Background: an optimization exercise with open tools, aiming at small area. Do not read the settings as production practice.
Function was checked by simulation only, so behaviour that the tests miss may differ from the original.
Power and IR drop assume default switching activity.

lane 1:
==> module reg_file, before the edit <==
module reg_file
#(
  parameter int DATA_W = reg_file_pkg::DATA_W,
  parameter int ADDR_W = reg_file_pkg::ADDR_W
) (
  input  logic              i_clk,
  input  logic              i_rst,
  input  logic [ADDR_W-1:0] i_raddr_a,
  input  logic [ADDR_W-1:0] i_raddr_b,
  input  logic              i_we,
  input  logic [ADDR_W-1:0] i_waddr,
  input  logic [DATA_W-1:0] i_wdata,
  output logic [DATA_W-1:0] out_a,
  output logic [DATA_W-1:0] out_b,
  output logic [31:0]       wr_cnt
);
  localparam int DEPTH = 2**ADDR_W;
  logic [(DEPTH-1)*DATA_W-1:0] regs_q;          
  logic [DEPTH-1:1]            wsel;            
  logic [DEPTH-1:1]            valid_q;         
  logic [DEPTH-2:0]            sel_a, sel_b;    
  logic [31:0]                 wr_cnt_q;
  logic                        wr_valid;
  assign wr_valid = i_we && (i_waddr != reg_file_pkg::REG_ZERO);
  for (genvar g = 1; g < DEPTH; g++) begin : g_reg
    logic [DATA_W-1:0] data_q;
    logic              valid;
    assign wsel[g] = i_we && (i_waddr == g);
    always_ff @(posedge i_clk) begin
      if (wsel[g]) data_q <= i_wdata;
    end
    always_ff @(posedge i_clk or posedge i_rst) begin
      if (i_rst)        valid <= 1'b0;
      else if (wsel[g]) valid <= 1'b1;
    end
    assign regs_q[(g-1)*DATA_W +: DATA_W] = data_q;
    assign valid_q[g]  = valid;
    assign sel_a[g-1]  = valid && (i_raddr_a == g);
    assign sel_b[g-1]  = valid && (i_raddr_b == g);
  end
  always_ff @(posedge i_clk or posedge i_rst) begin
    if (i_rst)         wr_cnt_q <= '0;
    else if (wr_valid) wr_cnt_q <= wr_cnt_q + 32'd1;
  end
  assign wr_cnt = wr_cnt_q;
  reg_file_rport #(.DW(DATA_W)) u_rport_a (
    .i_sel   (sel_a),
    .i_regs  (regs_q),
    .o_rdata (out_a)
  );
  reg_file_rport #(.DW(DATA_W)) u_rport_b (
    .i_sel   (sel_b),
    .i_regs  (regs_q),
    .o_rdata (out_b)
  );
endmodule
clock: 6.0 ns
lec_check: 0
cap_margin: 5
core_margin: 2
core_utilization: 60
setup_slack_margin: 0.1
slew_margin: 5
synth_hierarchical: 1
synth_minimum_keep_size: 0
standard.sh (not shown) runs the stock make flow with config.mk's settings and CLKGATE_MAP_FILE= SYNTH_SCRIPT=/design/flow/synth_recipe.tcl, a recipe that flattens the netlist after the stock synthesis.
==> flow/flow/run.sh <==
#!/bin/bash
# Layout flow: the standard ORFS flow (standard.sh, unchanged synthesis) with these
# changes to how the layout is made:
#  - ports are buffered with buf_1 instead of the default delay-buffer cell,
#  - clock tree synthesis uses clkbuf_8 with mid-size sink clusters and inserts no dummy loads.
# make's full output goes to make.log here; ORFS's own per-step logs stay under orfs/logs.
set -euo pipefail
bash standard.sh \
  "BUFFER_PORTS_ARGS=-buffer_cell sky130_fd_sc_hd__buf_1" \
  "CTS_ARGS=-sink_clustering_enable -repair_clock_nets -dont_use_dummy_load -buf_list sky130_fd_sc_hd__clkbuf_8 -sink_clustering_size 16 -sink_clustering_max_diameter 60" \
  finish > make.log 2>&1
The following lists how lane 2 was set up differently from lane 1:
diff --git a/flow/design.v b/flow/design.v
--- a/flow/design.v
+++ b/flow/design.v
@@ -43,10 +43,16 @@
   input  logic       i_reg,
   output logic       o_y
 );
   assign o_y = ~(&i_nhit) | (i_sel & i_reg);
 endmodule
+module reg_file_ao22 (
+  input  logic a1, a2, b1, b2,
+  output logic y
+);
+  assign y = (a1 & a2) | (b1 & b2);
+endmodule
 module reg_file
 #(
   parameter int DATA_W = reg_file_pkg::DATA_W,
   parameter int ADDR_W = reg_file_pkg::ADDR_W
 ) (
@@ -62,21 +68,30 @@
   output logic [31:0]       wr_cnt
 );
   localparam int DEPTH = 2**ADDR_W;
   logic [(DEPTH-1)*DATA_W-1:0] regs_q;          
   logic [DEPTH-1:1]            wsel;            
+  logic [DEPTH-1:1]            nwsel;           
   logic [DEPTH-1:1]            valid_q;         
   logic [DEPTH-2:0]            sel_a, sel_b;    
   logic [31:0]                 wr_cnt_q;
   logic                        wr_valid;
   assign wr_valid = i_we && (i_waddr != reg_file_pkg::REG_ZERO);
   for (genvar g = 1; g < DEPTH; g++) begin : g_reg
-    logic [DATA_W-1:0] data_q;
+    logic [DATA_W-1:0] data_q, data_d;
     logic              valid;
-    assign wsel[g] = i_we && (i_waddr == g);
+    assign wsel[g]  = i_we && (i_waddr == g);
+    assign nwsel[g] = ~wsel[g];
+    for (genvar b = 0; b < DATA_W; b++) begin : g_bit
+      reg_file_ao22 u_next (
+        .a1 (wsel[g]),  .a2 (i_wdata[b]),
+        .b1 (nwsel[g]), .b2 (data_q[b]),
+        .y  (data_d[b])
+      );
+    end
     always_ff @(posedge i_clk) begin
-      if (wsel[g]) data_q <= i_wdata;
+      data_q <= data_d;
     end
     always_ff @(posedge i_clk or posedge i_rst) begin
       if (i_rst)        valid <= 1'b0;
       else if (wsel[g]) valid <= 1'b1;
     end
- For final total power, dividing the value from lane 2 by the value from lane 1 gives 1.2.
- Lane 2 vs lane 1, clock-pin slew on the worst setup and hold paths went up by 0.02 ns.
- Core utilization is higher on lane 2
- Across both runs, cell area was lower for lane 2 than for lane 1.
- Fraction of the mapped netlist area in compound gates on lane 2 is up relative to lane 1.
- Relative to lane 1, setup slack has gone down in lane 2.
- The lower fraction of area in registers of lane 1 and lane 2 is in lane 2.
- Status lane 2: flow complete, layout not clean - capacitance limit, slew limit
- Clock-buffer cell count: lane 2 vs lane 1 down 1.3%
- | area added between synthesis and finish | lane 2 vs lane 1 | 0.94 points higher |
- Row peak supply drop: lane 2 higher / lane 1 lower
- Against lane 1, final critical path time including I/O delays and setup in lane 2 came out worse.
- Looking only at sequential cell area, and setting everything else aside, the lower value of lane 1 and lane 2 goes to lane 2.
- Lane 1 -> lane 2: weighted congestion reported at the end of routability-driven placement increased by a few percent
- Hold slack: lane 1 vs lane 2, no meaningful difference

==> separate check: timing with driven ports <==
No port has a modelled driver above. Below, the same layouts with a new extraction and two added sets of constraints.
Step 1 assumes that a clkbuf_16 drives the clock port and a buf_2 every other input.
Step 2 also shifts input and output timing later by t, the mid clock arrival at the registers, as if the neighbouring blocks saw the same clock.
a / b / c = ideal / step 1 / step 2; a / b = the first two.
run | t, ns | setup WS [ns] | hold WS [ns] | latest minus earliest clock arrival (ns)
lane 1 | 0.776 | 0.610 / 0.577 / 0.577 | 0.481 / 0.481 / 0.481 | 0.075 / 0.075
lane 2 | 0.801 | 0.344 / 0.308 / 0.308 | 0.480 / 0.480 / 0.480 | 0.035 / 0.035
For lane 2, which loses most, drivers alone change the setup slack by -0.036 ns; drivers and shift together by -0.036 ns.
